From an optimization exercise on the open Yosys and OpenROAD flow, aimed at small area; shortcuts taken in it are not production practice.
Only simulation tests tie the RTL to the original design; equivalence was not proved.
Power figures rest on the tool's default switching activity, not on a simulated workload.

==> inputs of job 9727 <==
// archive_toc_keystream_xor_core
module archive_toc_keystream_xor_core (
    input  logic                            i_clk,
    input  logic                            i_rst_n,
    input  logic                            i_in_valid,
    output logic                            o_in_ready,
    input  logic [7:0]                      i_in_data,
    input  logic                            i_in_run_start,
    input  logic                            i_in_last,
    output logic                            o_out_valid,
    input  logic                            i_out_ready,
    output logic [7:0]                      o_out_data,
    output logic                            o_out_last,
    input  logic                            i_cfg_we,
    input  logic [atkx_pkg::CFG_IDX_W-1:0]  i_cfg_idx,
    input  logic [atkx_pkg::CFG_DATA_W-1:0] i_cfg_data
);
    logic s2_ready;
    logic s1_go;
    logic in_ready;
    logic in_acc;
    logic we_start;
    logic [3:0] we_key;
    logic [255:0] r_key;
    logic [3:0]   r_key_v;
    logic [7:0]   r_start_low;
    logic [4:0]   r_start_ph;
    logic         r_start_v;
    logic [7:0]   r_index_low;
    logic [4:0]   r_phase;
    logic         r_pos_v;
    logic         r_s1_v;
    logic [7:0]   r_s1_data;
    logic         r_s1_last;
    logic         r_s2_v;
    logic [7:0]   r_s2_data;
    logic         r_s2_last;
    logic [4:0]   start_ph;
    logic [7:0]   pos_idx;
    logic [4:0]   pos_ph;
    logic [7:0]   n_idx;
    logic [4:0]   n_ph;
    logic [7:0]   key_a;
    logic [7:0]   key_b;
    logic [7:0]   enc;
    assign s2_ready = !r_s2_v || i_out_ready;
    assign s1_go    = r_s1_v && s2_ready;
    assign in_ready = !r_s1_v || s2_ready;
    assign in_acc   = i_in_valid && in_ready;
    assign o_in_ready  = in_ready;
    assign o_out_valid = r_s2_v;
    assign o_out_data  = r_s2_data;
    assign o_out_last  = r_s2_last;
    assign we_start = i_cfg_we && i_cfg_idx == 3'd4;
    always_comb begin
        for (int w = 0; w < 4; w++) begin
            we_key[w] = i_cfg_we && i_cfg_idx == 3'(w);
        end
    end
    atkx_mod29 u_mod29 (
        .i_v (i_cfg_data[atkx_pkg::START_W-1:0]),
        .o_r (start_ph)
    );
  ...
export LEC_CHECK = 0
export CAP_MARGIN = 20
export CORE_MARGIN = 2
export CORE_UTILIZATION = 40
export SLEW_MARGIN = 20
export SYNTH_HIERARCHICAL = 1
create_clock -name core_clock -period 25.0 [get_ports {i_clk}]
standard.sh (not shown) runs the stock make flow with config.mk's settings and CLKGATE_MAP_FILE= SYNTH_SCRIPT=/design/flow/synth_recipe.tcl, a recipe that flattens the netlist after the stock synthesis.
==> flow/flow/run.sh <==
#!/bin/bash
# The standard layout (the standard.sh, its synthesis unchanged) with two
# settings changed: ports are buffered with buf_1 instead of the larger
# default buffer, and the clock tree uses clkbuf_8 leaf clusters of up to 20
# sinks without dummy loads. The make output goes to flow.log; each ORFS
# step's own log is under orfs/logs.
set -euo pipefail
bash standard.sh \
  "BUFFER_PORTS_ARGS=-buffer_cell sky130_fd_sc_hd__buf_1" \
  "CTS_ARGS=-sink_clustering_enable -repair_clock_nets -dont_use_dummy_load -buf_list sky130_fd_sc_hd__clkbuf_8 -sink_clustering_size 20 -sink_clustering_max_diameter 60" \
  finish > flow.log 2>&1
==> inputs of job 9342, as changes to job 9727 <==
==> flow/flow/run.sh (replaced) <==
#!/bin/bash
# The standard layout (the standard.sh, its synthesis unchanged) with two
# settings changed: ports are buffered with buf_1 instead of the larger
# default buffer, and the clock tree uses clkbuf_8 leaf clusters of up to 16
# sinks without dummy loads. The make output goes to flow.log; each ORFS
# step's own log is under orfs/logs.
set -euo pipefail
bash standard.sh \
  "BUFFER_PORTS_ARGS=-buffer_cell sky130_fd_sc_hd__buf_1" \
  "CTS_ARGS=-sink_clustering_enable -repair_clock_nets -dont_use_dummy_load -buf_list sky130_fd_sc_hd__clkbuf_8 -sink_clustering_size 16 -sink_clustering_max_diameter 50" \
  finish > flow.log 2>&1
- GPL_TIMING_DRIVEN: unset -> 0
==> comparison table <==
Result of the run: job 9727 complete, no violations; job 9342 complete, no violations
Sw frac: job 9727 32.5%; job 9342 29.3%
Filler cells: job 9727 3106; job 9342 3125
Area fraction of clock buffers and clock inverters: job 9727 2.43%; job 9342 2.70%
Global-route met2 utilization: job 9727 40.3%; job 9342 39.3%
Number of non-clock buffers in the layout: job 9727 137; job 9342 112
Setup crit start: job 9727 i_cfg_data[14]; job 9342 i_cfg_data[0]
Clock edge transition at the registers on the reported setup and hold paths: job 9727 0.09 ns; job 9342 0.10 ns
Final std cell area, no fill: job 9727 0.0159 mm²; job 9342 0.0158 mm²
Largest net degree at the start of global routing: job 9727 66; job 9342 44
Proportion of final cell area spent on non-clock buffers: job 9727 4.31%; job 9342 3.43%
Violation count after the first detailed-routing iteration: job 9727 1791; job 9342 2031
Required time worst endpoint: job 9727 25.34 ns; job 9342 25.39 ns
Clock power frac: job 9727 15.9%; job 9342 13.9%
Clock buffers created by TritonCTS: job 9727 28; job 9342 31
Non-filler instance count after layout: job 9727 1469; job 9342 1448
Net switching power: job 9727 0.524 mW; job 9342 0.565 mW
Flip-flop and latch share of the layout cell area: job 9727 57.8%; job 9342 58.1%
Minimum setup slack among reg-to-reg paths: job 9727 15.81 ns; job 9342 15.66 ns
Maximum clock frequency: job 9727 0.0579 GHz; job 9342 0.0576 GHz
Final HPWL DP: job 9727 34.2 mm; job 9342 33.2 mm
Leakage: job 9727 5.41 nW; job 9342 5.29 nW

## afterwards: timing with drivers on the ports
No port has a modelled driver above. Below, the same layouts with a new extraction and two added sets of constraints. Step 1 sets driving cells, clkbuf_16 on the clock port and buf_2 on the other inputs (assumed; they add their load-dependent delay and slew). Step 2 moves the port delays by t, midway between the first and last clock arrival at a register: inputs arrive t later, outputs are due t later. That takes back most of the time a late clock gives input paths. Slacks: ideal / step 1 / step 2; pairs: ideal / step 1.
run	t (ns)	slack for setup (ns)	latest minus earliest clock arrival (ns)
job 9727	0.636	7.732 / 7.760 / 7.124	0.074 / 0.074
job 9342	0.655	7.625 / 7.644 / 6.989	0.080 / 0.081
After both steps setup and hold are still met in every run listed. For job 9342, which loses most, drivers alone change the setup slack by +0.019 ns; drivers and shift together by -0.636 ns.
